Source: an optimization exercise on an open RTL-to-GDS flow (aim: small area and a short achievable clock period). Production flows keep margins and buffers that such runs may drop.
Function was checked by simulation only, so behaviour that the tests miss may differ from the original.
Power figures rest on the tool's default switching activity, not on a simulated workload.

==> design/flow/design.v <==
module unified_memory_wbit (
  input  logic we,
  input  logic web,
  input  logic d,
  input  logic q,
  output logic n
);
  assign n = (we & d) | (web & q);
endmodule
module unified_memory_aoi3 (
  input  logic [2:0] s,
  input  logic [2:0] m,
  output logic       y
);
  assign y = !(|(s & m));
endmodule
module unified_memory_rdcol (
  input  logic [255:0] ws,
  input  logic [255:0] m,
  output logic         y
);
  logic [86*3-1:0] s3, m3;
  logic [85:0]     t;      
  assign s3 = {2'b00, ws};
  assign m3 = {2'b00, m};
  for (genvar k = 0; k < 86; k++) begin : g_aoi
    unified_memory_aoi3 u_aoi (.s(s3[3*k +: 3]), .m(m3[3*k +: 3]), .y(t[k]));
  end
  assign y = !(&t);
endmodule
module unified_memory #(
  parameter int DATA_W      = 16,
  parameter int ADDR_W      = 8,
  parameter int WAIT_STATES = 2,
  parameter int PROT_LIMIT  = 64
) (
  input  logic              clk,
  input  logic              reset,
  input  logic              MemRead,
  input  logic              MemWrite,
  input  logic [ADDR_W-1:0] Addr,
  input  logic [DATA_W-1:0] WriteData,
  output logic [DATA_W-1:0] ReadData,
  output logic              MemReady,
  output logic              MemFault,
  output logic              Busy
);
  logic        req;
  logic        s1, s2;           
  logic        wen_q;            
  logic [15:0] lo_q, hi_q;       
  logic [15:0] d_q;              
  logic        wr_q, both_q;     
  logic        fire;
  logic [15:0] rd;
  assign req  = MemRead | MemWrite;
  assign fire = s2 & req;
  always_ff @(posedge clk) begin
    if (!Busy) begin
      lo_q   <= 16'd1 << Addr[3:0];
      hi_q   <= 16'd1 << Addr[7:4];
      d_q    <= WriteData;
      wr_q   <= MemWrite;
      both_q <= MemRead & MemWrite;
    end
  end
  always_ff @(posedge clk) begin
    if (reset) begin
      s1       <= 1'b0;
      s2       <= 1'b0;
      wen_q    <= 1'b0;
      Busy     <= 1'b0;
      MemReady <= 1'b0;
      MemFault <= 1'b0;
      ReadData <= '0;
    end else begin
      s1       <= !Busy & req;
      s2       <= s1 & req;
      wen_q    <= fire & wr_q;
      Busy     <= req & !MemReady;
      MemReady <= fire;
      MemFault <= fire & both_q;
      if (fire && !wr_q) ReadData <= rd;
    end
  end
  logic [15:0]  mem [256];
  logic [255:0] ws, we, web;
  logic [255:0] col [16];
  logic [15:0]  hw;
  assign hw = {16{wen_q}} & hi_q;
  for (genvar w = 0; w < 256; w++) begin : g_word
    assign ws[w]  = hi_q[w/16] & lo_q[w%16];
    assign we[w]  = hw[w/16] & lo_q[w%16];
    assign web[w] = !we[w];
    for (genvar b = 0; b < 16; b++) begin : g_bit
      logic n;
      unified_memory_wbit u_wb (.we(we[w]), .web(web[w]), .d(d_q[b]), .q(mem[w][b]), .n(n));
      always_ff @(posedge clk) mem[w][b] <= n;
      assign col[b][w] = mem[w][b];
    end
  end
  for (genvar b = 0; b < 16; b++) begin : g_col
    unified_memory_rdcol u_rd (.ws(ws), .m(col[b]), .y(rd[b]));
  end
endmodule
==> design/flow/run.sh <==
#!/bin/bash
# synth_recipe.tcl (not shown) runs the flow's synth.tcl, then flattens the netlist and writes it again
# the make line also repeats each setting of config.mk as NAME=value (left out here)
make -C /OpenROAD-flow-scripts/flow DESIGN_CONFIG=/design/flow/config.mk WORK_HOME=/design/flow/orfs CLKGATE_MAP_FILE= SYNTH_SCRIPT=/design/flow/synth_recipe.tcl finish
==> design/flow/config.mk <==
export PLATFORM = sky130hd
export DESIGN_NAME = unified_memory
export DESIGN_NICKNAME = unified_memory
export VERILOG_FILES = /design/flow/design.v
export SDC_FILE = /design/flow/constraint.sdc
export NUM_CORES = 4
export LEC_CHECK = 0
export CAP_MARGIN = 20
export CORE_MARGIN = 2
export CORE_UTILIZATION = 40
export SETUP_SLACK_MARGIN = 4.7
export SLEW_MARGIN = 20
export SYNTH_HIERARCHICAL = 1
==> design/flow/constraint.sdc <==
create_clock -name core_clock -period 8.0 [get_ports {clk}]
set_input_delay 1.6000 -clock core_clock [delete_from_list [all_inputs] [get_ports {clk}]]
set_output_delay 1.6000 -clock core_clock [all_outputs]
set_load 0.01 [all_outputs]
==> summary.md, run 1 <==
| Metric | Value |
|---|---|
| Outcome | no timing/DRC/antenna violations |
| Root buffer cell | sky130_fd_sc_hd__clkbuf_16 |
| DRC errors left | 0 |
| Clock-pin slew reported for the worst setup and hold paths after clock tree synthesis | 0.07 ns |
| Peak VDD IR | 0.000190 V |
| Die Outline Area | 0.359 mm^2 |
| Clock skew after layout | between 0.07 and 0.08 ns |
| Number of fill cells in the layout | 31049 |
| Global-route wire length before repair | 811 mm |
| Total iterations of the first detailed-routing run | 14 |
| Most instantiated cells after synthesis | sky130_fd_sc_hd__dfxtp_1, sky130_fd_sc_hd__a22o_1, sky130_fd_sc_hd__a222oi_1, sky130_fd_sc_hd__nand4_1, sky130_fd_sc_hd__and2_1 |
| Area share of the largest cell type after synthesis | 0.582 |
| Final setup violation count | 0 |
| Post-synth top area cell | sky130_fd_sc_hd__dfxtp_1 |
| Vias post-DR | ~120k |
| Worst-path cell chain | buf_12, and2_4, a222oi_1, nand4_1, nor4_4, buf_4, nand4_1, or4_1, nand2b_1, mux2i_1 |
| Leakage power | 63.8 nW |
| Crit-path slowest cell | sky130_fd_sc_hd__a222oi_1 |
| Last weighted congestion value of the routability-driven placer | 0.938 |
| Dominant delay contributor by cell family on the critical path | simple AND/OR/NAND/NOR gates |
| PD cells | 273 mW/mm^2 |
| Seq. cell area | between 0.08 and 0.09 mm^2 |
| Synthesis-stage register bit count | 4168 |
| Worst Path Buf+Inv | 2 |
| Combined area of the multi-input logic cells | approximately 0.058 mm^2 |
| Type of element launching the critical path | flip-flop |
| Time the final worst path needs with I/O delays and setup | 3.98 ns |
| Number of antenna violations at the first check in global routing | 41 |
| Type of the worst setup path | flip-flop to flip-flop |
| Data arrival time at the worst-slack endpoint | roughly 4.9 ns |
| Max Clock Freq | 251 MHz |
| Iteration-0 DRC Markers | 23689 |
| Synth-to-layout area growth | 17.5% |
| H-Tree Level Count | 5 |
| Switch share | 0.239 |
| Insertion delay of the later-clocked pin in the worst-skew pair | 1.01 ns |
| Routed vias/inst | between 7 and 8 |
| Fraction of synthesis flops using an asynchronous set or reset pin | 0 |
| Switching power of the nets | 0.0109 W |
| Clock share of power | 0.455 |
| Post-route clock period utilization | 0.498 |
| Die H | 599 um |
| Cell area after technology mapping | 0.142 mm^2 |
| Yosys warning total | 11 |
| Top cell by count, worst path | sky130_fd_sc_hd__nand4_1 |
| Unrepaired setup endpoints after global routing | yes |
| Total Routed Length | ~560 mm |
| Worst-path fanout max | 8 |
| Transition at the pin with the smallest max-transition slack | 1.40 ns |
| Routed length on met1 | ~230 mm |
| Fraction of layout cells with a size suffix above 1 | 0.121 |
| Worst max-slew margin expressed relative to the limit | 0.0664 |
| Fin nets | 11842 |
| Met2 WL post-DR | about 240 mm |
| Initial standard-cell utilization of the core | 0.402 |
| Overflow left after global routing | 0 |
| Min-Delay Startpoint | s1 |
| Clock Path Buffers | 4 |
| Row cnt | 218 |
| Part of the total power dissipated in combinational logic | 0.060 |
| Routed met3 length | between 60 and 70 mm |
| Non-filler cells in the finished layout | 16906 |
| P_int | around 0.035 W |
| Placed wire-length estimate | 336 mm |
| Number of instances in the placed design | roughly 16000 |
| Sort of element at the end of the critical path | flip-flop |
| Core Footprint | 0.353 mm^2 |
| Compound-Gate Fraction of Synth Area | 0.350 |
| Count of cell types in the netlist | 29 |
| Post-Synth Adder-Cell Area | 0 |
| Max_cap viols | 0 |
| Count of buffers inserted at the top-level ports | 46 |
| Synthesized-area fraction occupied by xor and xnor cells | 0 |
| WL/cell | between 30 and 40 um |
| Top Layer Used | met5 |
| Top-level port count | between 40 and 50 |
| CTS sink count | around 4200 |
| Most area-consuming cells after synthesis | sky130_fd_sc_hd__dfxtp_1, sky130_fd_sc_hd__a22o_1, sky130_fd_sc_hd__a222oi_1 |
| Number of max-slew violations in the final report | 0 |
| Number of flops mapped to enable cells by yosys | 50 |
| Post-Route Setup TNS | 0 ns |
| Cell count after synthesis | 11109 |
| Vias in the first global route | 112844 |
| Number of clock buffers inserted by TritonCTS | 426 |
| Data required time at the worst endpoint | 8.86 ns |
| Max stage delay on crit path | 0.80 ns |
| Final Hold Violating Endpoints | 0 |
| Clock tree from TritonCTS | yes |
| Maximum number of pins on one net before global-route repair | 149 |
| Library cell with the highest instance count after synthesis | sky130_fd_sc_hd__dfxtp_1 |
| Most used flip-flop cell after synthesis | sky130_fd_sc_hd__dfxtp_1 |
| Start of the worst register-to-register path | lo_q[7] |
| Total routing resource utilization after global routing | 0.297 |
| Sequential share of power | 0.485 |
| Width of the chip | 599 um |
| Average size of a mapped cell | approximately 13 um^2 |
| Kind of path behind the tightest hold check | flip-flop to flip-flop |
| Proportion of synthesized area in mux cells | 0.00113 |
| Crit path from | lo_q[7] |
| Share of synthesized cell area in and, or, nand and nor gates | 0.0439 |
| Combinational family with the most area after synthesis | compound AO/OA/AOI/OAI gates |
| Remaining antenna violation count after routing | 0 |
| Sequential area share after synthesis | 0.592 |
[Yosys stat by module, one instance, submodules excluded]
module                area [um^2]  flops+latches  cells  times used
unified_memory_aoi3          10.0              0      1        1376
unified_memory_wbit          8.76              0      1        4096
unified_memory_rdcol          185              0     30          16
unified_memory              89100           4168   5157           1
[sequential cells by signal, summed over array words and instances, names as in the netlist]
register	cells
ReadData	16
hi_q	16
lo_q	16
wen_q	1
MemReady	1
s1	1
mem	4096
both_q	1
wr_q	1
d_q	16
Busy	1
s2	1
MemFault	1
[stage by stage]
stage          instance area (um^2)  hold slack [ns]  power (W)   util  setup slack [ns]
6_report                     167000            0.440     0.0455  0.472              4.02
5_1_grt                      167000            0.457     0.0466  0.472              4.16
4_1_cts                      166000            0.446     0.0455  0.470              4.21
3_5_place_dp                 149000            0.427     0.0250  0.423              2.87
3_3_place_gp                 149000            0.420     0.0249  0.423              2.35
2_1_floorplan                142000            0.406     0.0237      -              3.33
[cell families (layout without fill, tap and decap cells)]
| family | after synthesis | in the layout |
|---|---|---|
| other | 16 | 81 |
| AO/OA/AOI/OAI | 5472 | 5472 |
| flip-flops | 4168 | 4168 |
| AND/OR/NAND/NOR | 1078 | 1088 |
| multiplexers | 16 | 16 |
| buffers and inverters | 359 | 1351 |
[power groups by stage]
stage | Clock [W] | Sequential [W] | Combinational, W
finish | 0.0207 | 0.0221 | 0.00272
floorplan | 0 | 0.0226 | 0.00106
CTS | 0.0209 | 0.0221 | 0.00260
detailed placement | 0 | 0.0225 | 0.00243
global route | 0.0217 | 0.0222 | 0.00277
global placement | 0 | 0.0225 | 0.00237
[placed cells by master, fill, tap and decap left out, types with 17 or more instances in the layout]
cell type,synthesis,layout
sky130_fd_sc_hd__nor4_2,0,17
sky130_fd_sc_hd__diode_2,0,17
sky130_fd_sc_hd__conb_1,16,64
sky130_fd_sc_hd__edfxtp_1,50,50
sky130_fd_sc_hd__clkinv_2,0,73
sky130_fd_sc_hd__nand2_2,48,94
sky130_fd_sc_hd__clkbuf_1,51,91
sky130_fd_sc_hd__a22o_1,4096,4096
sky130_fd_sc_hd__and2_2,6,83
sky130_fd_sc_hd__and2_1,269,86
sky130_fd_sc_hd__bufinv_16,0,36
sky130_fd_sc_hd__clkbuf_8,6,98
sky130_fd_sc_hd__buf_6,22,17
sky130_fd_sc_hd__clkinvlp_4,0,119
sky130_fd_sc_hd__buf_12,5,38
sky130_fd_sc_hd__nand2_1,221,175
sky130_fd_sc_hd__inv_1,256,147
sky130_fd_sc_hd__nand4_1,352,352
sky130_fd_sc_hd__clkdlybuf4s50_1,0,27
sky130_fd_sc_hd__and2_4,0,116
sky130_fd_sc_hd__nor4_4,0,39
sky130_fd_sc_hd__clkbuf_16,0,441
sky130_fd_sc_hd__nand2b_1,40,40
sky130_fd_sc_hd__nor2_1,19,19
sky130_fd_sc_hd__a222oi_1,1376,1376
sky130_fd_sc_hd__buf_4,6,212
sky130_fd_sc_hd__dfxtp_1,4118,4102
[final cells by class]
type | count | share of cell area
clock buffers | 630 | 0.0764
well taps | 4730 | 0.0355
repair buffers | 321 | 0.0184
diodes | 17 | 0.000255
flip-flops and latches | 4168 | 0.504
multi-input cells | 6640 | 0.346
inverters | 257 | 0.00823
clock inverters | 143 | 0.0110
[what timing repair did]
item,in CTS,in global routing
pin swaps,316,94
setup endpoints to repair,2925,1062
cloned,7,4
hold buffers,0,0
gates resized for setup,563,116
buffers inserted,85,27
[routing by layer]
layer / track usage / vias up
met2: 0.433 / 8069
met5: 0 / -
met3: 0.0671 / 1270
li1: - / 49805
met1: 0.410 / 60303
met4: 0.153 / 38
[path summary, 6_finish.rpt]
path                       to  slack (ns)  cells after the start
setup / recovery  ReadData[3]        4.02                     10
hold / removal             s2        0.44                      1
setup reg to reg  ReadData[3]        4.02                     10
hold reg to reg            s2        0.44                      1
==> run 2: changes to the inputs <==
--- a/design/flow/design.v
+++ b/design/flow/design.v
@@ -7,4 +7,18 @@
 );
   assign n = (we & d) | (web & q);
+endmodule
+module unified_memory_and2 (
+  input  logic a,
+  input  logic b,
+  output logic y
+);
+  assign y = a & b;
+endmodule
+module unified_memory_nand2 (
+  input  logic a,
+  input  logic b,
+  output logic y
+);
+  assign y = !(a & b);
 endmodule
 module unified_memory_aoi3 (
@@ -18,14 +32,16 @@
   input  logic [255:0] ws,
   input  logic [255:0] m,
-  output logic         y
+  output logic [7:0]   yn
 );
-  logic [86*3-1:0] s3, m3;
-  logic [85:0]     t;      
-  assign s3 = {2'b00, ws};
-  assign m3 = {2'b00, m};
-  for (genvar k = 0; k < 86; k++) begin : g_aoi
-    unified_memory_aoi3 u_aoi (.s(s3[3*k +: 3]), .m(m3[3*k +: 3]), .y(t[k]));
+  for (genvar q = 0; q < 8; q++) begin : g_q
+    logic [11*3-1:0] s3, m3;
+    logic [10:0]     t;      
+    assign s3 = {1'b0, ws[32*q +: 32]};
+    assign m3 = {1'b0, m[32*q +: 32]};
+    for (genvar k = 0; k < 11; k++) begin : g_aoi
+      unified_memory_aoi3 u_aoi (.s(s3[3*k +: 3]), .m(m3[3*k +: 3]), .y(t[k]));
+    end
+    assign yn[q] = &t;
   end
-  assign y = !(&t);
 endmodule
 module unified_memory #(
@@ -48,5 +64,5 @@
   logic        req;
   logic        s1, s2;           
-  logic        wen_q;            
+  logic [15:0] hw_q;             
   logic [15:0] lo_q, hi_q;       
   logic [15:0] d_q;              
@@ -54,4 +70,6 @@
   logic        fire;
   logic [15:0] rd;
+  logic [7:0]  rp [16];          
+  logic [7:0]  rq [16];
   assign req  = MemRead | MemWrite;
   assign fire = s2 & req;
@@ -69,5 +87,5 @@
       s1       <= 1'b0;
       s2       <= 1'b0;
-      wen_q    <= 1'b0;
+      hw_q     <= '0;
       Busy     <= 1'b0;
       MemReady <= 1'b0;
@@ -77,5 +95,5 @@
       s1       <= !Busy & req;
       s2       <= s1 & req;
-      wen_q    <= fire & wr_q;
+      hw_q     <= {16{fire & wr_q}} & hi_q;
       Busy     <= req & !MemReady;
       MemReady <= fire;
@@ -87,10 +105,8 @@
   logic [255:0] ws, we, web;
   logic [255:0] col [16];
-  logic [15:0]  hw;
-  assign hw = {16{wen_q}} & hi_q;
   for (genvar w = 0; w < 256; w++) begin : g_word
-    assign ws[w]  = hi_q[w/16] & lo_q[w%16];
-    assign we[w]  = hw[w/16] & lo_q[w%16];
-    assign web[w] = !we[w];
+    assign ws[w] = hi_q[w/16] & lo_q[w%16];
+    unified_memory_and2  u_we  (.a(hw_q[w/16]), .b(lo_q[w%16]), .y(we[w]));
+    unified_memory_nand2 u_web (.a(hw_q[w/16]), .b(lo_q[w%16]), .y(web[w]));
     for (genvar b = 0; b < 16; b++) begin : g_bit
       logic n;
@@ -101,5 +117,7 @@
   end
   for (genvar b = 0; b < 16; b++) begin : g_col
-    unified_memory_rdcol u_rd (.ws(ws), .m(col[b]), .y(rd[b]));
+    unified_memory_rdcol u_rd (.ws(ws), .m(col[b]), .yn(rq[b]));
+    always_ff @(posedge clk) rp[b] <= rq[b];
+    assign rd[b] = !(&rp[b]);
   end
 endmodule
==> design/flow/flow/run.sh (new file) <==
#!/bin/bash
# Layout flow: the standard ORFS flow (standard.sh, unchanged synthesis), with
#  - port buffers built from a plain buffer instead of the default delay-cell choice,
#  - the resizer allowed to swap cells across footprints (so port buffers and flops can be
#    resized for timing),
# everything else as in the standard flow. The whole make output goes to make_standard.log;
# each ORFS step writes its own log under orfs/logs/.
set -euo pipefail
bash standard.sh \
  MATCH_CELL_FOOTPRINT=0 \
  "BUFFER_PORTS_ARGS=-buffer_cell sky130_fd_sc_hd__buf_4" \
  finish > make_standard.log 2>&1
test -s out/final.def
==> design/flow/standard.sh (new file) <==
#!/bin/bash
# synth_recipe.tcl (not shown) runs the flow's synth.tcl, then flattens the netlist and writes it again
# the make line also repeats each setting of config.mk as NAME=value (left out here)
make -C /OpenROAD-flow-scripts/flow DESIGN_CONFIG=/design/flow/config.mk WORK_HOME=/design/flow/orfs CLKGATE_MAP_FILE= SYNTH_SCRIPT=/design/flow/synth_recipe.tcl "${@:-finish}"
--- a/design/flow/config.mk
+++ b/design/flow/config.mk
@@ -9,5 +9,5 @@
 export CORE_MARGIN = 2
 export CORE_UTILIZATION = 40
-export SETUP_SLACK_MARGIN = 4.7
+export SETUP_SLACK_MARGIN = 4.9
 export SLEW_MARGIN = 20
 export SYNTH_HIERARCHICAL = 1
removed: design/flow/run.sh
==> run 2 against run 1 <==
Against the previous run:
- cell count grew 2.1%
- critical path depth decreased by 7
- total power increased by 1.8%
- core utilization decreased by 0.66 points
- wire length down 3.4%
- non-clock buffer count fell by 168
- global-route usage down 2.1 points
- clock-buffer cell count grew 3
- clock skew fell by 0.018 ns
- via count is 0.47% higher
- critical endpoint is now mem[81][5]
==> summary.md, run 2 <==
| Metric | Value |
|---|---|
| Clock Path Buffers | 4 (unchanged) |
| Unrepaired setup endpoints after global routing | yes (unchanged) |
| Overflow left after global routing | 0 (unchanged) |
| Outcome | no timing/DRC/antenna violations (unchanged) |
| Clock share of power | 0.451 (was 0.455) |
| Insertion delay of the later-clocked pin in the worst-skew pair | 0.98 ns (was 1.01 ns) |
| Last weighted congestion value of the routability-driven placer | 0.920 (was 0.938) |
| Average size of a mapped cell | 12.9 um^2 (was 12.8 um^2) |
| Max Clock Freq | 320 MHz (was 251 MHz) |
| Most used flip-flop cell after synthesis | sky130_fd_sc_hd__dfxtp_1 (unchanged) |
| Most instantiated cells after synthesis | sky130_fd_sc_hd__dfxtp_1, sky130_fd_sc_hd__a22o_1, sky130_fd_sc_hd__a222oi_1, sky130_fd_sc_hd__and2_1, sky130_fd_sc_hd__nand4_1 (was sky130_fd_sc_hd__dfxtp_1, sky130_fd_sc_hd__a22o_1, sky130_fd_sc_hd__a222oi_1, sky130_fd_sc_hd__nand4_1, sky130_fd_sc_hd__and2_1) |
| Sequential area share after synthesis | 0.596 (was 0.592) |
| Core Footprint | 0.362 mm^2 (was 0.353 mm^2) |
| Switching power of the nets | 0.0111 W (was 0.0109 W) |
| Worst max-slew margin expressed relative to the limit | 0.0768 (was 0.0664) |
| Share of synthesized cell area in and, or, nand and nor gates | 0.0571 (was 0.0439) |
| Routed vias/inst | 6.96 (was 7.07) |
| Die Outline Area | 0.369 mm^2 (was 0.359 mm^2) |
| Total iterations of the first detailed-routing run | 13 (was 14) |
| Cell area after technology mapping | 0.146 mm^2 (was 0.142 mm^2) |
| Global-route wire length before repair | 790 mm (was 811 mm) |
| Area share of the largest cell type after synthesis | 0.586 (was 0.582) |
| Maximum number of pins on one net before global-route repair | 149 (unchanged) |
| Data arrival time at the worst-slack endpoint | 4.02 ns (was 4.85 ns) |
| Clock-pin slew reported for the worst setup and hold paths after clock tree synthesis | 0.06 ns (was 0.07 ns) |
| Kind of path behind the tightest hold check | flip-flop to flip-flop (unchanged) |
| Registers with the most flip-flops | mem (4096), rp (128) |
| Total Routed Length | 544 mm (was 563 mm) |
| Most area-consuming cells after synthesis | sky130_fd_sc_hd__dfxtp_1, sky130_fd_sc_hd__a22o_1, sky130_fd_sc_hd__a222oi_1 (unchanged) |
| Combinational family with the most area after synthesis | compound AO/OA/AOI/OAI gates (unchanged) |
| Row cnt | 221 (was 218) |
| Most common cell after layout, fill and taps aside | sky130_fd_sc_hd__dfxtp_1 (unchanged) |
| WL/cell | 31.5 um (was 33.3 um) |
| Die H | 607 um (was 599 um) |
| Number of antenna violations at the first check in global routing | 25 (was 41) |
| Proportion of synthesized area in mux cells | 0 (was 0.00113) |
| Type of element launching the critical path | flip-flop (unchanged) |
| Commonest non-fill, non-tap cells in the layout | sky130_fd_sc_hd__dfxtp_1, sky130_fd_sc_hd__a22o_1, sky130_fd_sc_hd__a222oi_1 (unchanged) |
| Clock skew after layout | 0.0523 ns (was 0.0703 ns) |
| Peak VDD IR | 0.000209 V (was 0.000190 V) |
| Iteration-0 DRC Markers | 22686 (was 23689) |
| Layout Utilization | 0.466 (was 0.472) |
| Yosys warning total | 14 (was 11) |
| Post-synth top area cell | sky130_fd_sc_hd__dfxtp_1 (unchanged) |
| P_int | 0.0353 W (was 0.0347 W) |
| Leakage power | 63.5 nW (was 63.8 nW) |
| Synthesis-stage register bit count | 4311 (was 4168) |
| Worst-path fanout max | 115 (was 8) |
| Fraction of synthesis flops using an asynchronous set or reset pin | 0 (unchanged) |
| Final Hold Violating Endpoints | 0 (unchanged) |
| Clock tree from TritonCTS | yes (unchanged) |
| Fin nets | 12119 (was 11842) |
| Final setup slack of the worst path | 4.88 ns (was 4.02 ns) |
| Max_cap viols | 0 (unchanged) |
| Placed wire-length estimate | 328 mm (was 336 mm) |
| Final setup violation count | 0 (unchanged) |
| Number of clock buffers inserted by TritonCTS | 432 (was 426) |
| Remaining antenna violation count after routing | 0 (unchanged) |
| Compound-Gate Fraction of Synth Area | 0.345 (was 0.350) |
| Cell count after synthesis | 11305 (was 11109) |
| Root buffer cell | sky130_fd_sc_hd__clkbuf_16 (unchanged) |
| Count of cell types in the netlist | 29 (unchanged) |
| Post-route clock period utilization | 0.390 (was 0.498) |
| Width of the chip | 607 um (was 599 um) |
| Post-Route Setup TNS | 0 ns (unchanged) |
| Part of the total power dissipated in combinational logic | 0.051 (was 0.060) |
| Number of fill cells in the layout | 31857 (was 31049) |
| Number of max-slew violations in the final report | 0 (unchanged) |
| Total routing resource utilization after global routing | 0.277 (was 0.297) |
| Data required time at the worst endpoint | 8.90 ns (was 8.86 ns) |
| Initial standard-cell utilization of the core | 0.402 (about the same) |
| Worst setup slack before clock tree synthesis | 4.65 ns (was 2.87 ns) |
| Post-Synth Adder-Cell Area | 0 (unchanged) |
| Time the final worst path needs with I/O delays and setup | 3.12 ns (was 3.98 ns) |
| Register containing the most flip-flops in the final layout | mem (unchanged) |
| Type of the worst setup path | flip-flop to flip-flop (unchanged) |
| PD cells | 275 mW/mm^2 (was 273 mW/mm^2) |
| Synth-to-layout area growth | 15.8% (was 17.5%) |
| Vias in the first global route | 113509 (was 112844) |
| DRC errors left | 0 (unchanged) |
| Vias post-DR | 120044 (was 119485) |
| Count of buffers inserted at the top-level ports | 46 (unchanged) |
| Transition at the pin with the smallest max-transition slack | 1.38 ns (was 1.40 ns) |
| H-Tree Level Count | 5 (unchanged) |
| Fraction of layout cells with a size suffix above 1 | 0.0821 (was 0.121) |
| Top-level port count | 47 (unchanged) |
| Flip-flop count of the largest register, all copies and words added | 4096 (unchanged) |
| Switch share | 0.238 (was 0.239) |
| Synthesized-area fraction occupied by xor and xnor cells | 0 (unchanged) |
| Number of flops mapped to enable cells by yosys | 50 (unchanged) |
| Sequential share of power | 0.498 (was 0.485) |
| Library cell with the highest instance count after synthesis | sky130_fd_sc_hd__dfxtp_1 (unchanged) |
| CTS sink count | 4311 (was 4168) |
| Sort of element at the end of the critical path | flip-flop (unchanged) |
==> run 2: cell types whose count changed in the layout (fill, tap and decap cells not counted), sizes merged, moves of 64 or more <==
cell      change
conb        +192
nand3       +128
nand4        -64
and2        +247
inv         -138
buf         -135
dfxtp       +143
nor3        +128
nor4         -64
clkinvlp    -109
==> run 2: cell type report <==
class | count | area (um^2) | share of cell area
Multi-Input combinational cell | 7192 | 59500 | 0.353
Timing Repair Buffer | 153 | 1540 | 0.00911
Inverter | 1 | 5.00 | 0.0000297
Clock inverter | 160 | 1980 | 0.0117
Sequential cell | 4311 | 86900 | 0.515
Tap cell | 4794 | 6000 | 0.0356
Clock buffer | 633 | 12700 | 0.0754
Antenna cell | 14 | 35.0 | 0.000208
==> run 2: modules after synthesis, one instance, submodules excluded <==
module | flops+latches | times used
unified_memory | 4311 | 1
unified_memory_and2 | 0 | 256
unified_memory_aoi3 | 0 | 1408
unified_memory_nand2 | 0 | 256
unified_memory_rdcol | 0 | 16
unified_memory_wbit | 0 | 4096
==> run 2: per-layer routing <==
metal | vias up | share of wire | global-route usage
met2 | 7622 | 0.43 | 0.412
li1 | 50780 | - | -
met5 | - | 0.000057 | 0
met4 | 4 | 0.051 | 0.130
met1 | 60488 | 0.41 | 0.382
met3 | 1150 | 0.10 | 0.0569
==> run 2: worst max-delay path, stage by stage, from the launching register on <==
cell and delay [ns]:
sky130_fd_sc_hd__edfxtp_1 0.90, sky130_fd_sc_hd__buf_12 0.53, sky130_fd_sc_hd__buf_4 0.86, sky130_fd_sc_hd__a22o_1 0.28
==> run 2: what timing repair did <==
action | CTS | global route
hold endpoints to repair | 0 | 0
hold buffers | 0 | 0
gates resized for setup | 56 | 3
gates cloned | 0 | 0
setup endpoints to repair | 18 | 14
setup buffers | 6 | 0
pin swaps | 0 | 2
==> run 2: cells by family after synthesis <==
| group | Yosys count |
|---|---|
| other | 16 |
| AO/OA/AOI/OAI | 5537 |
| flip-flops | 4311 |
| buffers and inverters | 42 |
| AND/OR/NAND/NOR | 1399 |
==> run 2: per-stage QoR <==
stage,hold WS (ns),std cells,cell area [um^2],power (W)
finish,0.438,17258,169000,0.0464
global route,0.458,17251,169000,0.0476
CTS,0.437,17244,169000,0.0465
detailed placement,0.423,16445,154000,0.0258
global placement,0.433,16444,154000,0.0257
floorplan,0.406,11545,147000,0.0245
==> run 2: power by group through the flow <==
stage	Clock (W)	Combinational (W)	Sequential [W]
finish	0.0209	0.00237	0.0231
global route	0.0220	0.00246	0.0231
CTS	0.0211	0.00231	0.0230
detailed placement	0	0.00229	0.0235
global placement	0	0.00222	0.0235
floorplan	0	0.00106	0.0235
==> run 2: worst paths after layout <==
kind,startpoint,endpoint,slack [ns],cells after the start
hold reg to reg,s1,s2,0.44,1
setup / recovery,d_q[5],mem[81][5],4.88,3
setup reg to reg,d_q[5],mem[81][5],4.88,3
hold / removal,s1,s2,0.44,1
==> run 3: changes to the inputs <==
--- a/design/flow/design.v
+++ b/design/flow/design.v
@@ -6,5 +6,5 @@
   output logic n
 );
-  assign n = (we & d) | (web & q);
+  assign n = !((d | web) & (q | we));
 endmodule
 module unified_memory_and2 (
@@ -72,4 +72,7 @@
   logic [7:0]  rp [16];          
   logic [7:0]  rq [16];
+  logic        tgl;              
+  logic        tgl_rp;           
+  logic [15:0] dx;               
   assign req  = MemRead | MemWrite;
   assign fire = s2 & req;
@@ -102,4 +105,9 @@
     end
   end
+  always_ff @(posedge clk) begin
+    tgl    <= !tgl;
+    tgl_rp <= tgl;
+  end
+  assign dx = d_q ^ {16{tgl}};
   logic [15:0]  mem [256];
   logic [255:0] ws, we, web;
@@ -111,5 +119,5 @@
     for (genvar b = 0; b < 16; b++) begin : g_bit
       logic n;
-      unified_memory_wbit u_wb (.we(we[w]), .web(web[w]), .d(d_q[b]), .q(mem[w][b]), .n(n));
+      unified_memory_wbit u_wb (.we(we[w]), .web(web[w]), .d(dx[b]), .q(mem[w][b]), .n(n));
       always_ff @(posedge clk) mem[w][b] <= n;
       assign col[b][w] = mem[w][b];
@@ -119,5 +127,5 @@
     unified_memory_rdcol u_rd (.ws(ws), .m(col[b]), .yn(rq[b]));
     always_ff @(posedge clk) rp[b] <= rq[b];
-    assign rd[b] = !(&rp[b]);
+    assign rd[b] = !(&rp[b]) ^ tgl_rp;
   end
 endmodule
--- a/design/flow/config.mk
+++ b/design/flow/config.mk
@@ -9,4 +9,6 @@
 export CORE_MARGIN = 2
 export CORE_UTILIZATION = 40
+export CTS_CLUSTER_DIAMETER = 80
+export CTS_CLUSTER_SIZE = 20
 export SETUP_SLACK_MARGIN = 4.9
 export SLEW_MARGIN = 20
==> run 3 against run 2 <==
Against the previous run:
- worst hold slack worse by 0.026 ns
- clock skew is 0.014 ns higher
- final area is 11% lower
- largest power group unchanged
- die area is 6.7% lower
- core utilization is 1.9 points lower
- register-to-register slack worse by 0.04 ns
==> summary.md, run 3 <==
| Metric | Value |
|---|---|
| Compound-Gate Fraction of Synth Area | 0.295 (was 0.345) |
| Hold-fix buffers, CTS | 0 (unchanged) |
| Fraction of layout cells with a size suffix above 1 | 0.0514 (was 0.0821) |
| Clock skew after layout | 0.0660 ns (was 0.0523 ns) |
| Core Footprint | 0.337 mm^2 (was 0.362 mm^2) |
| Synthesized-area fraction occupied by xor and xnor cells | 0.00103 (was 0) |
| Most instantiated cells after synthesis | sky130_fd_sc_hd__dfxtp_1, sky130_fd_sc_hd__o22ai_1, sky130_fd_sc_hd__a222oi_1, sky130_fd_sc_hd__and2_1, sky130_fd_sc_hd__nand4_1 (was sky130_fd_sc_hd__dfxtp_1, sky130_fd_sc_hd__a22o_1, sky130_fd_sc_hd__a222oi_1, sky130_fd_sc_hd__and2_1, sky130_fd_sc_hd__nand4_1) |
| Global-route wire length before repair | 739 mm (was 790 mm) |
| Data arrival time at the worst-slack endpoint | 4.01 ns (was 4.02 ns) |
| Leakage power | 55.4 nW (was 63.5 nW) |
| Total Routed Length | 505 mm (was 544 mm) |
| Number of flops mapped to enable cells by yosys | 50 (unchanged) |
| Last weighted congestion value of the routability-driven placer | 0.900 (was 0.920) |
| Synth-to-layout area growth | 11.0% (was 15.8%) |
| DRC errors left | 0 (unchanged) |
| Total iterations of the first detailed-routing run | 14 (was 13) |
| Number of max-slew violations in the final report | 0 (unchanged) |
| Type of element launching the critical path | flip-flop (unchanged) |
| CTS sink count | 4313 (was 4311) |
| Library cell with the highest instance count after synthesis | sky130_fd_sc_hd__dfxtp_1 (unchanged) |
| Time the final worst path needs with I/O delays and setup | 3.16 ns (was 3.12 ns) |
| Cell count after synthesis | 11344 (was 11305) |
| Remaining antenna violation count after routing | 0 (unchanged) |
| P_int | 0.0293 W (was 0.0353 W) |
| Worst-path fanout max | 31 (was 115) |
| Sequential share of power | 0.594 (was 0.498) |
| Post-Route Setup TNS | 0 ns (unchanged) |
| Final Instance Area | 0.151 mm^2 (was 0.169 mm^2) |
| Final setup violation count | 0 (unchanged) |
| Most common cell after layout, fill and taps aside | sky130_fd_sc_hd__dfxtp_1 (unchanged) |
| Part of the total power dissipated in combinational logic | 0.087 (was 0.051) |
| Area share of the largest cell type after synthesis | 0.629 (was 0.586) |
| Worst max-slew margin expressed relative to the limit | 0.168 (was 0.0768) |
| Cell area after technology mapping | 0.136 mm^2 (was 0.146 mm^2) |
| Commonest non-fill, non-tap cells in the layout | sky130_fd_sc_hd__dfxtp_1, sky130_fd_sc_hd__o22ai_1, sky130_fd_sc_hd__a222oi_1 (was sky130_fd_sc_hd__dfxtp_1, sky130_fd_sc_hd__a22o_1, sky130_fd_sc_hd__a222oi_1) |
| Count of cell types in the netlist | 29 (unchanged) |
| Unrepaired setup endpoints after global routing | yes (unchanged) |
| Row cnt | 213 (was 221) |
| Flip-flop count of the largest register, all copies and words added | 4096 (unchanged) |
| Placed wire-length estimate | 309 mm (was 328 mm) |
| Number of clock buffers inserted by TritonCTS | 241 (was 432) |
| Proportion of synthesized area in mux cells | 0 (unchanged) |
| Max_cap viols | 0 (unchanged) |
| Post-synth top area cell | sky130_fd_sc_hd__dfxtp_1 (unchanged) |
| Most used flip-flop cell after synthesis | sky130_fd_sc_hd__dfxtp_1 (unchanged) |
| Width of the chip | 587 um (was 607 um) |
| Kind of path behind the tightest hold check | flip-flop to flip-flop (unchanged) |
| Die Outline Area | 0.344 mm^2 (was 0.369 mm^2) |
| Max Clock Freq | 316 MHz (was 320 MHz) |
| Combinational family with the most area after synthesis | compound AO/OA/AOI/OAI gates (unchanged) |
| Routed vias/inst | 7.19 (was 6.96) |
| Top-level port count | 47 (unchanged) |
| Clock-pin slew reported for the worst setup and hold paths after clock tree synthesis | 0.09 ns (was 0.06 ns) |
| Peak VDD IR | 0.000185 V (was 0.000209 V) |
| Worst hold-check slack | 0.412 ns (was 0.438 ns) |
| Root buffer cell | sky130_fd_sc_hd__clkbuf_16 (unchanged) |
| Post-Synth Adder-Cell Area | 0 (unchanged) |
| Register containing the most flip-flops in the final layout | mem (unchanged) |
| Data required time at the worst endpoint | 8.84 ns (was 8.90 ns) |
| Type of the worst setup path | flip-flop to flip-flop (unchanged) |
| Fin nets | 11969 (was 12119) |
| Number of antenna violations at the first check in global routing | 25 (unchanged) |
| Sequential area share after synthesis | 0.640 (was 0.596) |
| Clock Path Buffers | 4 (unchanged) |
| Synthesis-stage register bit count | 4313 (was 4311) |
| Total cell area at the placement stage | 0.144 mm^2 (was 0.154 mm^2) |
| Insertion delay of the later-clocked pin in the worst-skew pair | 0.98 ns (about the same) |
| Share of synthesized cell area in and, or, nand and nor gates | 0.0622 (was 0.0571) |
| Most area-consuming cells after synthesis | sky130_fd_sc_hd__dfxtp_1, sky130_fd_sc_hd__o22ai_1, sky130_fd_sc_hd__a222oi_1 (was sky130_fd_sc_hd__dfxtp_1, sky130_fd_sc_hd__a22o_1, sky130_fd_sc_hd__a222oi_1) |
| Post-route clock period utilization | 0.396 (was 0.390) |
| Total routing resource utilization after global routing | 0.274 (was 0.277) |
| Clock share of power | 0.319 (was 0.451) |
| Count of buffers inserted at the top-level ports | 46 (unchanged) |
| Transition at the pin with the smallest max-transition slack | 1.25 ns (was 1.38 ns) |
| Switch share | 0.260 (was 0.238) |
| Clock tree from TritonCTS | yes (unchanged) |
| Die H | 587 um (was 607 um) |
| PD cells | 263 mW/mm^2 (was 275 mW/mm^2) |
| Switching power of the nets | 0.0103 W (was 0.0111 W) |
| Vias in the first global route | 111284 (was 113509) |
| Average size of a mapped cell | 12.0 um^2 (was 12.9 um^2) |
| Maximum number of pins on one net before global-route repair | 157 (was 149) |
| Registers with the most flip-flops | mem (4096), rp (128) (unchanged) |
| Final Hold Violating Endpoints | 0 (unchanged) |
| Iteration-0 DRC Markers | 23006 (was 22686) |
| H-Tree Level Count | 4 (was 5) |
| WL/cell | 30.6 um (was 31.5 um) |
| Fraction of synthesis flops using an asynchronous set or reset pin | 0 (unchanged) |
| Overflow left after global routing | 0 (unchanged) |
| Vias post-DR | 118690 (was 120044) |
| Initial standard-cell utilization of the core | 0.403 (was 0.402) |
| Outcome | no timing/DRC/antenna violations (unchanged) |
| Total chip power | 0.0396 W (was 0.0464 W) |
| Sort of element at the end of the critical path | flip-flop (unchanged) |
| Yosys warning total | 14 (unchanged) |
[run 3: path summary, 6_finish.rpt]
| kind | from | to | slack (ns) | depth (start not counted) |
|---|---|---|---|---|
| min reg2reg | MemReady | Busy | 0.41 | 1 |
| max | lo_q[7] | rp[12][3] | 4.84 | 6 |
| max reg2reg | lo_q[7] | rp[12][3] | 4.84 | 6 |
| min | MemReady | Busy | 0.41 | 1 |
[run 3: layout make-up]
| class | instances | area (um^2) |
|---|---|---|
| multi-input combinational | 7225 | 49900 |
| sequential | 4313 | 86900 |
| clock inverter | 18 | 275 |
| fill | 30538 | 187000 |
| tap | 4515 | 5650 |
| timing repair buffer | 157 | 1570 |
| antenna | 11 | 27.5 |
| inverter | 3 | 11.3 |
| clock buffer | 273 | 6270 |
[run 3: power by group through the flow]
stage	combinational [W]	clock [W]	sequential, W
floorplan	0.00181	0	0.0237
global placement	0.00321	0	0.0239
detailed placement	0.00329	0	0.0240
CTS	0.00331	0.0128	0.0235
global route	0.00354	0.0136	0.0236
finish	0.00344	0.0126	0.0235
[run 3: cell families (layout without fill, tap and decap cells)]
group                  after synthesis  count (layout)
AO/OA/AOI/OAI                     5538            5538
XOR/XNOR                            16              16
buffers and inverters               46             451
flip-flops                        4313            4313
other                               16             267
AND/OR/NAND/NOR                   1415            1415
[run 3: per-module statistics from Yosys (local to each module, per instance)]
module                cells  area [um^2]  flip-flops and latches  copies in the design
unified_memory         4800        89900                    4313                     1
unified_memory_aoi3       1         10.0                       0                  1408
unified_memory_rdcol     33          224                       0                    16
unified_memory_nand2      1         3.75                       0                   256
unified_memory_and2       1         6.26                       0                   256
unified_memory_wbit       1         6.26                       0                  4096
[run 3: worst max-delay path: stages (launching register included)]
cell,delay [ns]
sky130_fd_sc_hd__edfxtp_1,0.49
sky130_fd_sc_hd__buf_4,0.35
sky130_fd_sc_hd__buf_4,0.34
sky130_fd_sc_hd__and2_1,0.41
sky130_fd_sc_hd__a222oi_1,0.64
sky130_fd_sc_hd__nand4_1,0.32
sky130_fd_sc_hd__nor3_2,0.40
[run 3: metal layers]
metal / part of all wire / global-route usage / up-vias
met5: 0.00022 / 0 / -
met4: 0.050 / 0.135 / 10
met3: 0.11 / 0.0547 / 1057
met2: 0.44 / 0.408 / 8002
met1: 0.40 / 0.379 / 59041
li1: - / - / 50580
[run 3: what timing repair did]
action,CTS,global route
endpoints found under the setup margin,762,291
pin swaps,2,11
setup buffers,4,6
gates cloned,0,0
gates resized for setup,58,15
[run 3: metrics by stage]
stage                     instances  utilization  setup slack (ns)
after detailed placement      16203        0.426              4.57
after CTS                     16498        0.446              4.86
final                         16515        0.447              4.84
after global placement        16202        0.426              4.66
after global routing          16507        0.447              4.82
after floorplan               11584            -              3.76
==> run 4: changes to the inputs <==
--- a/design/flow/design.v
+++ b/design/flow/design.v
@@ -66,5 +66,5 @@
   logic [15:0] hw_q;             
   logic [15:0] lo_q, hi_q;       
-  logic [15:0] d_q;              
+  logic [15:0] dx_q;             
   logic        wr_q, both_q;     
   logic        fire;
@@ -74,5 +74,4 @@
   logic        tgl;              
   logic        tgl_rp;           
-  logic [15:0] dx;               
   assign req  = MemRead | MemWrite;
   assign fire = s2 & req;
@@ -81,5 +80,4 @@
       lo_q   <= 16'd1 << Addr[3:0];
       hi_q   <= 16'd1 << Addr[7:4];
-      d_q    <= WriteData;
       wr_q   <= MemWrite;
       both_q <= MemRead & MemWrite;
@@ -109,5 +107,8 @@
     tgl_rp <= tgl;
   end
-  assign dx = d_q ^ {16{tgl}};
+  always_ff @(posedge clk) begin
+    if (!Busy) dx_q <= WriteData ^ {16{!tgl}};
+    else       dx_q <= ~dx_q;
+  end
   logic [15:0]  mem [256];
   logic [255:0] ws, we, web;
@@ -119,5 +120,5 @@
     for (genvar b = 0; b < 16; b++) begin : g_bit
       logic n;
-      unified_memory_wbit u_wb (.we(we[w]), .web(web[w]), .d(dx[b]), .q(mem[w][b]), .n(n));
+      unified_memory_wbit u_wb (.we(we[w]), .web(web[w]), .d(dx_q[b]), .q(mem[w][b]), .n(n));
       always_ff @(posedge clk) mem[w][b] <= n;
       assign col[b][w] = mem[w][b];
--- a/design/flow/flow/run.sh
+++ b/design/flow/flow/run.sh
@@ -4,4 +4,5 @@
 #  - the resizer allowed to swap cells across footprints (so port buffers and flops can be
 #    resized for timing),
+#  - clock tree sink clusters of up to 25 flip-flops within 90 um, and no dummy clock loads,
 # everything else as in the standard flow. The whole make output goes to make_standard.log;
 # each ORFS step writes its own log under orfs/logs/.
@@ -10,4 +11,5 @@
   MATCH_CELL_FOOTPRINT=0 \
   "BUFFER_PORTS_ARGS=-buffer_cell sky130_fd_sc_hd__buf_4" \
+  "CTS_ARGS=-sink_clustering_enable -repair_clock_nets -sink_clustering_size 25 -sink_clustering_max_diameter 90 -dont_use_dummy_load" \
   finish > make_standard.log 2>&1
 test -s out/final.def
--- a/design/flow/config.mk
+++ b/design/flow/config.mk
@@ -9,7 +9,5 @@
 export CORE_MARGIN = 2
 export CORE_UTILIZATION = 40
-export CTS_CLUSTER_DIAMETER = 80
-export CTS_CLUSTER_SIZE = 20
-export SETUP_SLACK_MARGIN = 4.9
+export SETUP_SLACK_MARGIN = 5.0
 export SLEW_MARGIN = 20
 export SYNTH_HIERARCHICAL = 1
==> run 4 against run 3 <==
Against the previous run:
- global-route usage rose by 0.50 points
- core utilization fell by 0.57 points
- final area fell by 1.3%
- critical path depth did not move
- largest power group unchanged
- register-to-register slack improved by 0.08 ns
- first-iteration DRC count rose by 3.0%
==> summary.md, run 4 <==
| Metric | Value |
|---|---|
| Insertion delay of the later-clocked pin in the worst-skew pair | 0.93 ns (was 0.98 ns) |
| Flip-flop count of the largest register, all copies and words added | 4096 (unchanged) |
| Top-level port count | 47 (unchanged) |
| Number of instances in the placed design | 16236 (was 16203) |
| Number of antenna violations at the first check in global routing | 30 (was 25) |
| Switching power of the nets | 0.0103 W (about the same) |
| Transition at the pin with the smallest max-transition slack | 1.34 ns (was 1.25 ns) |
| Top cell by count, worst path | sky130_fd_sc_hd__buf_4 (unchanged) |
| Compound-Gate Fraction of Synth Area | 0.296 (was 0.295) |
| Hold-fix buffers, CTS | 0 (unchanged) |
| Count of buffers inserted at the top-level ports | 46 (unchanged) |
| Post-Route Setup TNS | 0 ns (unchanged) |
| Width of the chip | 586 um (was 587 um) |
| Area share of the largest cell type after synthesis | 0.631 (was 0.629) |
| Sort of element at the end of the critical path | flip-flop (unchanged) |
| Crit-path slowest cell | sky130_fd_sc_hd__a222oi_1 (unchanged) |
| Overflow left after global routing | 0 (unchanged) |
| Vias in the first global route | 110048 (was 111284) |
| Most common cell after layout, fill and taps aside | sky130_fd_sc_hd__dfxtp_1 (unchanged) |
| Kind of path behind the tightest hold check | flip-flop to flip-flop (unchanged) |
| Clock tree from TritonCTS | yes (unchanged) |
| Min-Delay Path Depth | 1 (unchanged) |
| Root buffer cell | sky130_fd_sc_hd__clkbuf_16 (unchanged) |
| Register containing the most flip-flops in the final layout | mem (unchanged) |
| Post-Synth Adder-Cell Area | 0 (unchanged) |
| Average size of a mapped cell | 11.9 um^2 (was 12.0 um^2) |
| Clock skew after layout | 0.0709 ns (was 0.0660 ns) |
| Registers with the most flip-flops | mem (4096), rp (128) (unchanged) |
| Max stage delay on crit path | 0.57 ns (was 0.64 ns) |
| Part of the total power dissipated in combinational logic | 0.095 (was 0.087) |
| Routed vias/inst | 7.19 (about the same) |
| Number of flops mapped to enable cells by yosys | 34 (was 50) |
| Clock share of power | 0.288 (was 0.319) |
| Core Footprint | 0.337 mm^2 (unchanged) |
| Clock-pin slew reported for the worst setup and hold paths after clock tree synthesis | 0.10 ns (was 0.09 ns) |
| Length in cells of the worst reg-to-reg path | 6 (unchanged) |
| Placed wire-length estimate | 313 mm (was 309 mm) |
| Worst Path Buf+Inv | 2 (unchanged) |
| Time the final worst path needs with I/O delays and setup | 3.09 ns (was 3.16 ns) |
| Most area-consuming cells after synthesis | sky130_fd_sc_hd__dfxtp_1, sky130_fd_sc_hd__o22ai_1, sky130_fd_sc_hd__a222oi_1 (unchanged) |
| Commonest non-fill, non-tap cells in the layout | sky130_fd_sc_hd__dfxtp_1, sky130_fd_sc_hd__o22ai_1, sky130_fd_sc_hd__a222oi_1 (unchanged) |
| Proportion of synthesized area in mux cells | 0 (unchanged) |
| Library cell with the highest instance count after synthesis | sky130_fd_sc_hd__dfxtp_1 (unchanged) |
| R2R setup slack | 4.92 ns (was 4.84 ns) |
| Synthesis-stage register bit count | 4313 (unchanged) |
| Start of the worst register-to-register path | lo_q[9] (was lo_q[7]) |
| Final setup slack of the worst path | 4.92 ns (was 4.84 ns) |
| Fraction of layout cells with a size suffix above 1 | 0.0456 (was 0.0514) |
| Combinational family with the most area after synthesis | compound AO/OA/AOI/OAI gates (unchanged) |
| Remaining antenna violation count after routing | 0 (unchanged) |
| Maximum number of pins on one net before global-route repair | 154 (was 157) |
| Total routing resource utilization after global routing | 0.279 (was 0.274) |
| Outcome | no timing/DRC/antenna violations (unchanged) |
| Number of max-slew violations in the final report | 0 (unchanged) |
| Total chip power | 0.0384 W (was 0.0396 W) |
| Initial standard-cell utilization of the core | 0.402 (was 0.403) |
| Worst max-slew margin expressed relative to the limit | 0.105 (was 0.168) |
| Data required time at the worst endpoint | 8.82 ns (was 8.84 ns) |
| Total iterations of the first detailed-routing run | 14 (unchanged) |
| Data arrival time at the worst-slack endpoint | 3.90 ns (was 4.01 ns) |
| Iteration-0 DRC Markers | 23701 (was 23006) |
| Switch share | 0.267 (was 0.260) |
| Clock Path Buffers | 4 (unchanged) |
| Fraction of synthesis flops using an asynchronous set or reset pin | 0 (unchanged) |
| Worst hold-check slack | 0.431 ns (was 0.412 ns) |
| Worst-path fanout max | 29 (was 31) |
| Number of clock buffers inserted by TritonCTS | 198 (was 241) |
| Cell area after technology mapping | 0.136 mm^2 (about the same) |
| Total Routed Length | 510 mm (was 505 mm) |
| Max_cap viols | 0 (unchanged) |
| Non-filler cells in the finished layout | 16464 (was 16515) |
| Row cnt | 213 (unchanged) |
| Post-route clock period utilization | 0.386 (was 0.396) |
| Synthesized-area fraction occupied by xor and xnor cells | 0.00103 (about the same) |
| Fin nets | 11961 (was 11969) |
| Worst setup slack before clock tree synthesis | 4.60 ns (was 4.57 ns) |
| Post-synth top area cell | sky130_fd_sc_hd__dfxtp_1 (unchanged) |
| Yosys warning total | 14 (unchanged) |
| Final Hold Violating Endpoints | 0 (unchanged) |
| Synth-to-layout area growth | 9.59% (was 11.0%) |
| Cell count after synthesis | 11380 (was 11344) |
| Dominant delay contributor by cell family on the critical path | simple AND/OR/NAND/NOR gates (unchanged) |
| Leakage power | 54.4 nW (was 55.4 nW) |
| Vias post-DR | 118400 (was 118690) |
| Sequential area share after synthesis | 0.639 (was 0.640) |
| Peak VDD IR | 0.000164 V (was 0.000185 V) |
| Global-route wire length before repair | 740 mm (was 739 mm) |
| Last weighted congestion value of the routability-driven placer | 0.919 (was 0.900) |
| PD cells | 258 mW/mm^2 (was 263 mW/mm^2) |
| H-Tree Level Count | 4 (unchanged) |
| Most used flip-flop cell after synthesis | sky130_fd_sc_hd__dfxtp_1 (unchanged) |
| Type of element launching the critical path | flip-flop (unchanged) |
| CTS sink count | 4313 (unchanged) |
| Max Clock Freq | 324 MHz (was 316 MHz) |
| Worst-path cell chain | buf_4, buf_4, and2_2, a222oi_1, nand4_1, nor3_2 (was buf_4, buf_4, and2_1, a222oi_1, nand4_1, nor3_2) |
| WL/cell | 31.0 um (was 30.6 um) |
| Share of synthesized cell area in and, or, nand and nor gates | 0.0626 (was 0.0622) |
| DRC errors left | 0 (unchanged) |
| Sequential share of power | 0.617 (was 0.594) |
| Critical register-to-register path endpoint | rp[12][4] (was rp[12][3]) |
| Type of the worst setup path | flip-flop to flip-flop (unchanged) |
| Unrepaired setup endpoints after global routing | yes (unchanged) |
| Die H | 586 um (was 587 um) |
| Die Outline Area | 0.344 mm^2 (about the same) |
| Destination of the worst hold path | mem[78][6] (was Busy) |
| Min-Delay Startpoint | mem[78][6] (was MemReady) |
| Count of cell types in the netlist | 28 (was 29) |
| P_int | 0.0281 W (was 0.0293 W) |
| Most instantiated cells after synthesis | sky130_fd_sc_hd__dfxtp_1, sky130_fd_sc_hd__o22ai_1, sky130_fd_sc_hd__a222oi_1, sky130_fd_sc_hd__and2_1, sky130_fd_sc_hd__nand4_1 (unchanged) |
| Final setup violation count | 0 (unchanged) |
## run 4: cell types whose count changed after synthesis, sizes merged
| cell | delta |
|---|---|
| a21oi | +16 |
| dfxtp | +16 |
| edfxtp | -16 |
| nor2 | +16 |
| xnor2 | +16 |
| xor2 | -16 |
| clkbuf | +4 |
## run 4: power groups by stage
stage	Clock (W)	Sequential, W	Combinational [W]
2_1_floorplan	0	0.0241	0.00154
3_3_place_gp	0	0.0241	0.00339
3_5_place_dp	0	0.0242	0.00349
4_1_cts	0.0112	0.0237	0.00350
5_1_grt	0.0120	0.0238	0.00374
6_report	0.0111	0.0237	0.00365
## run 4: cells by family after synthesis
logic type / after synthesis
xor gates and xnor gates: 16
other: 16
AOI/OAI and AO/OA: 5554
and+or+nand+nor: 1431
DFF: 4313
buffers and inverters: 50
## run 4: per-module statistics from Yosys (local to each module, per instance)
module / flip-flops and latches / cells / cell area [um^2]
unified_memory: 4313 / 4836 / 89800
unified_memory_rdcol: 0 / 33 / 224
unified_memory_aoi3: 0 / 1 / 10.0
unified_memory_and2: 0 / 1 / 6.26
unified_memory_wbit: 0 / 1 / 6.26
unified_memory_nand2: 0 / 1 / 3.75
## run 4: how the worst max path moves through the flow
stage,from,end,slack (ns),depth (start not counted)
after CTS,ReadData[13],ReadData[13],4.87,1
after global placement,MemWrite,ReadData[15],4.21,4
after global routing,ReadData[13],ReadData[13],4.92,1
final,lo_q[9],rp[12][4],4.92,6
after floorplan,dx_q[0],dx_q[0],5.12,1
after detailed placement,MemWrite,ReadData[15],4.60,4
## run 4: what timing repair did
item | CTS | global route
pin swaps | 6 | 9
cloned | 0 | 0
gates resized for setup | 63 | 7
setup endpoints to repair | 27 | 38
setup buffers | 4 | 8
## run 4: area by class of cell
cell class | count | area [um^2]
Antenna cell | 18 | 45.0
Clock buffer | 198 | 4950
Tap cell | 4515 | 5650
Inverter | 3 | 11.3
Multi-Input combinational cell | 7257 | 49700
Sequential cell | 4313 | 86800
Timing Repair Buffer | 160 | 1520
Fill cell | 30635 | 188000
## run 4: worst register-to-register path, stage by stage, from the launching register on
cell and delay (ns):
sky130_fd_sc_hd__edfxtp_1 0.51, sky130_fd_sc_hd__buf_4 0.36, sky130_fd_sc_hd__buf_4 0.39, sky130_fd_sc_hd__and2_2 0.36
sky130_fd_sc_hd__a222oi_1 0.57, sky130_fd_sc_hd__nand4_1 0.49, sky130_fd_sc_hd__nor3_2 0.29
## run 4: metal layers
metal | global-route usage | part of all wire
met1 | 0.385 | 0.40
met3 | 0.0537 | 0.11
met2 | 0.418 | 0.44
met4 | 0.136 | 0.054
met5 | 0 | 0.000088
## run 4: metrics by stage
step / area [um^2] / utilization
final: 149000 / 0.441
after detailed placement: 143000 / 0.425
after floorplan: 137000 / -
after global routing: 149000 / 0.441
after CTS: 149000 / 0.441
after global placement: 143000 / 0.425
==> run 5: changes to the inputs <==
--- a/design/flow/design.v
+++ b/design/flow/design.v
@@ -7,4 +7,12 @@
 );
   assign n = !((d | web) & (q | we));
+endmodule
+module unified_memory_mux2 (
+  input  logic s,
+  input  logic a,
+  input  logic b,
+  output logic y
+);
+  assign y = s ? a : b;
 endmodule
 module unified_memory_and2 (
@@ -66,4 +74,6 @@
   logic [15:0] hw_q;             
   logic [15:0] lo_q, hi_q;       
+  logic [15:0] lo_n, hi_n;
+  logic [15:0] lw_q;             
   logic [15:0] dx_q;             
   logic        wr_q, both_q;     
@@ -75,9 +85,16 @@
   logic        tgl_rp;           
   assign req  = MemRead | MemWrite;
+  for (genvar i = 0; i < 16; i++) begin : g_addr
+    unified_memory_mux2 u_lo (.s(!Busy), .a(Addr[3:0] == 4'(i)), .b(lo_q[i]), .y(lo_n[i]));
+    unified_memory_mux2 u_hi (.s(!Busy), .a(Addr[7:4] == 4'(i)), .b(hi_q[i]), .y(hi_n[i]));
+  end
+  always_ff @(posedge clk) begin
+    lo_q <= lo_n;
+    hi_q <= hi_n;
+    lw_q <= lo_q;
+  end
   assign fire = s2 & req;
   always_ff @(posedge clk) begin
     if (!Busy) begin
-      lo_q   <= 16'd1 << Addr[3:0];
-      hi_q   <= 16'd1 << Addr[7:4];
       wr_q   <= MemWrite;
       both_q <= MemRead & MemWrite;
@@ -116,6 +133,6 @@
   for (genvar w = 0; w < 256; w++) begin : g_word
     assign ws[w] = hi_q[w/16] & lo_q[w%16];
-    unified_memory_and2  u_we  (.a(hw_q[w/16]), .b(lo_q[w%16]), .y(we[w]));
-    unified_memory_nand2 u_web (.a(hw_q[w/16]), .b(lo_q[w%16]), .y(web[w]));
+    unified_memory_and2  u_we  (.a(hw_q[w/16]), .b(lw_q[w%16]), .y(we[w]));
+    unified_memory_nand2 u_web (.a(hw_q[w/16]), .b(lw_q[w%16]), .y(web[w]));
     for (genvar b = 0; b < 16; b++) begin : g_bit
       logic n;
==> run 5 against run 4 <==
Against the previous run:
- still clean
- area after synthesis up 0.35%
- non-clock buffer count down 6
- cell count up 0.66%
- final area up 0.33%
- clock power about the same
- clock-buffer cell count down 1
- critical path type is now flip-flop to output port
- largest cell class unchanged
- highest routed layer unchanged
==> summary.md, run 5 <==
| Metric | Value |
|---|---|
| Top-level port count | 47 (unchanged) |
| Crit-path slowest cell | sky130_fd_sc_hd__dfxtp_4 (was sky130_fd_sc_hd__a222oi_1) |
| Insertion delay of the later-clocked pin in the worst-skew pair | 0.96 ns (was 0.93 ns) |
| Fraction of synthesis flops using an asynchronous set or reset pin | 0 (unchanged) |
| Number of clock buffers inserted by TritonCTS | 197 (was 198) |
| Number of flops mapped to enable cells by yosys | 2 (was 34) |
| Library cell with the highest instance count after synthesis | sky130_fd_sc_hd__dfxtp_1 (unchanged) |
| Total iterations of the first detailed-routing run | 13 (was 14) |
| Overflow left after global routing | 0 (unchanged) |
| Peak VDD IR | 0.000171 V (was 0.000164 V) |
| Vias post-DR | 120497 (was 118400) |
| Synthesis-stage register bit count | 4329 (was 4313) |
| Worst setup slack before clock tree synthesis | 4.50 ns (was 4.60 ns) |
| Transition at the pin with the smallest max-transition slack | 1.27 ns (was 1.34 ns) |
| Kind of path behind the tightest hold check | flip-flop to flip-flop (unchanged) |
| Sort of element at the end of the critical path | output port (was flip-flop) |
| Clock tree from TritonCTS | yes (unchanged) |
| Root buffer cell | sky130_fd_sc_hd__clkbuf_16 (unchanged) |
| Clock skew after layout | 0.0625 ns (was 0.0709 ns) |
| Dominant delay contributor by cell family on the critical path | flip-flops (was simple AND/OR/NAND/NOR gates) |
| Final setup violation count | 0 (unchanged) |
| Average size of a mapped cell | 11.9 um^2 (about the same) |
| Total routing resource utilization after global routing | 0.291 (was 0.279) |
| Synth-to-layout area growth | 9.57% (was 9.59%) |
| Core Footprint | 0.339 mm^2 (was 0.337 mm^2) |
| Post-Route Setup TNS | 0 ns (unchanged) |
| Clock-pin slew reported for the worst setup and hold paths after clock tree synthesis | 0.09 ns (was 0.10 ns) |
| Most common cell after layout, fill and taps aside | sky130_fd_sc_hd__dfxtp_1 (unchanged) |
| Post-route clock period utilization | 0.394 (was 0.386) |
| Remaining antenna violation count after routing | 0 (unchanged) |
| Worst max-slew margin expressed relative to the limit | 0.153 (was 0.105) |
| Outcome | no timing/DRC/antenna violations (unchanged) |
| CTS sink count | 4329 (was 4313) |
| Type of the worst setup path | flip-flop to output port (was flip-flop to flip-flop) |
| Maximum number of pins on one net before global-route repair | 156 (was 154) |
| Row cnt | 214 (was 213) |
| Yosys warning total | 14 (unchanged) |
| Most used flip-flop cell after synthesis | sky130_fd_sc_hd__dfxtp_1 (unchanged) |
| Area share of the largest cell type after synthesis | 0.636 (was 0.631) |
| Max_cap viols | 0 (unchanged) |
| Worst Path Buf+Inv | 1 (was 2) |
| Worst-path fanout max | 2 (was 29) |
| Worst-path cell chain | buf_8 (was buf_4, buf_4, and2_2, a222oi_1, nand4_1, nor3_2) |
| Registers with the most flip-flops | mem (4096), rp (128) (unchanged) |
| Width of the chip | 587 um (was 586 um) |
| Total Routed Length | 538 mm (was 510 mm) |
| DRC errors left | 0 (unchanged) |
| PD cells | 234 mW/mm^2 (was 258 mW/mm^2) |
| Final Hold Violating Endpoints | 0 (unchanged) |
| Type of element launching the critical path | flip-flop (unchanged) |
| Max Clock Freq | 318 MHz (was 324 MHz) |
| Fraction of layout cells with a size suffix above 1 | 0.0496 (was 0.0456) |
| Number of max-slew violations in the final report | 0 (unchanged) |
| Data arrival time at the worst-slack endpoint | 1.55 ns (was 3.90 ns) |
| Flip-flop count of the largest register, all copies and words added | 4096 (unchanged) |
| Unrepaired setup endpoints after global routing | yes (unchanged) |
| Count of cell types in the netlist | 29 (was 28) |
| Cell count after synthesis | 11428 (was 11380) |
| Last weighted congestion value of the routability-driven placer | 0.920 (was 0.919) |
| Time the final worst path needs with I/O delays and setup | 3.15 ns (was 3.09 ns) |
| Iteration-0 DRC Markers | 24140 (was 23701) |
| Hold-fix buffers, CTS | 0 (unchanged) |
| Commonest non-fill, non-tap cells in the layout | sky130_fd_sc_hd__dfxtp_1, sky130_fd_sc_hd__o22ai_1, sky130_fd_sc_hd__a222oi_1 (unchanged) |
| Routed vias/inst | 7.27 (was 7.19) |
| Cell area after technology mapping | 0.136 mm^2 (about the same) |
| Leakage power | 55.7 nW (was 54.4 nW) |
| Initial standard-cell utilization of the core | 0.401 (was 0.402) |
| Data required time at the worst endpoint | 6.40 ns (was 8.82 ns) |
| Count of buffers inserted at the top-level ports | 46 (unchanged) |
| Final setup slack of the worst path | 4.85 ns (was 4.92 ns) |
| Global-route wire length before repair | 770 mm (was 740 mm) |
| Fin nets | 12002 (was 11961) |
| Sequential area share after synthesis | 0.637 (was 0.639) |
| Placed wire-length estimate | 331 mm (was 313 mm) |
| Post-synth top area cell | sky130_fd_sc_hd__dfxtp_1 (unchanged) |
| Register containing the most flip-flops in the final layout | mem (unchanged) |
| Number of antenna violations at the first check in global routing | 44 (was 30) |
| Die H | 587 um (was 586 um) |
| H-Tree Level Count | 4 (unchanged) |
| Clock Path Buffers | 4 (unchanged) |
| Die Outline Area | 0.345 mm^2 (was 0.344 mm^2) |
| Max stage delay on crit path | 0.42 ns (was 0.57 ns) |
| Most area-consuming cells after synthesis | sky130_fd_sc_hd__dfxtp_1, sky130_fd_sc_hd__o22ai_1, sky130_fd_sc_hd__a222oi_1 (unchanged) |
| Vias in the first global route | 111323 (was 110048) |
| Most instantiated cells after synthesis | sky130_fd_sc_hd__dfxtp_1, sky130_fd_sc_hd__o22ai_1, sky130_fd_sc_hd__a222oi_1, sky130_fd_sc_hd__and2_1, sky130_fd_sc_hd__nand4_1 (unchanged) |
| WL/cell | 32.5 um (was 31.0 um) |
run 5: cell families (layout without fill, tap and decap cells):
group	count (synthesis)	in the layout	share of synthesized area
flip-flops	4329	4329	0.637
AND/OR/NAND/NOR	1431	1431	0.0624
XOR/XNOR	16	16	0.00103
AO/OA/AOI/OAI	5554	5554	0.295
multiplexers	32	32	0.00353
other	16	320	0.000441
buffers and inverters	50	354	0.00147
run 5: layout make-up:
class,instances,area (um^2)
timing repair buffer,154,1410
tap,4536,5680
sequential,4329,86800
antenna,64,160
inverter,3,12.5
multi-input combinational,7289,50200
clock buffer,197,4930
fill,31170,190000
run 5: final timing paths:
kind / slack, ns / endpoint / cells past startpoint / from
worst max-delay path: 4.85 / Busy / 1 / Busy
worst min-delay path: 0.44 / mem[74][15] / 1 / mem[74][15]
worst max register to register: 5.05 / rp[0][1] / 5 / lo_q[12]
worst min register to register: 0.44 / mem[74][15] / 1 / mem[74][15]
run 5: routing by layer:
metal | GRT usage | share of wire | up-vias
li1 | - | - | 50740
met1 | 0.393 | 0.39 | 59839
met2 | 0.433 | 0.44 | 8600
met3 | 0.0640 | 0.12 | 1296
met4 | 0.157 | 0.058 | 22
met5 | 0 | 0.00031 | -
run 5: per-module statistics from Yosys, one instance, submodules excluded:
module	cells	area, um^2	flops+latches	times used
unified_memory_aoi3	1	10.0	0	1408
unified_memory	4852	89800	4329	1
unified_memory_rdcol	33	224	0	16
unified_memory_nand2	1	3.75	0	256
unified_memory_and2	1	6.26	0	256
unified_memory_mux2	1	15.0	0	32
unified_memory_wbit	1	6.26	0	4096
run 5: where the power goes:
part / switching, W / internal (W)
Combinational: 0.00144 / 0.000315
Clock: 0.00670 / 0.00442
Sequential: 0.000379 / 0.0217
Total: 0.00852 / 0.0264
run 5: timing repair:
item                                    4_1_cts  5_1_grt
pin swaps                                     0        0
endpoints found under the setup margin       33       19
setup buffers                                 1        1
gates resized for setup                      49        1
hold endpoints to repair                      0        0
run 5: per-stage QoR:
stage | utilization | total power, W | hold WS [ns] | instance area [um^2] | cells
floorplan | - | 0.0231 | 0.326 | 137000 | 11668
global placement | 0.424 | 0.0242 | 0.417 | 144000 | 16309
detailed placement | 0.424 | 0.0242 | 0.420 | 144000 | 16309
CTS | 0.439 | 0.0350 | 0.425 | 149000 | 16507
global route | 0.439 | 0.0358 | 0.432 | 149000 | 16524
finish | 0.440 | 0.0349 | 0.435 | 149000 | 16572

## what the ideal ports hide
Ports are ideal in the flow. The routed layouts listed here were re-timed in OpenROAD. Step 1 assumes that a clkbuf_16 drives the clock port and a buf_2 every other input. Step 2 also shifts input and output timing later by t, the mid clock arrival at the registers, as if the neighbouring blocks saw the same clock. Slacks: no drivers / after step 1 / after step 2; pairs: no drivers / after step 1.
run | t (ns) | slack for setup (ns) | hold WS [ns] | worst register clock-pin slew, ns
run 1 | 1.095 | 4.017 / 4.017 / 4.017 | 0.440 / 0.440 / 0.440 | 0.07 / 0.07
run 2 | 1.063 | 4.879 / 4.782 / 4.500 | 0.438 / 0.438 / 0.438 | 0.07 / 0.07
run 3 | 1.053 | 4.836 / 4.816 / 4.791 | 0.412 / 0.412 / 0.412 | 0.09 / 0.09
run 4 | 1.000 | 4.915 / 4.835 / 4.545 | 0.431 / 0.431 / 0.431 | 0.10 / 0.10
run 5 | 1.029 | 4.851 / 4.748 / 4.493 | 0.435 / 0.435 / 0.435 | 0.11 / 0.11
After both steps setup and hold are still met in every run listed. For run 2, which loses most, drivers alone change the setup slack by -0.097 ns; drivers and shift together by -0.379 ns.
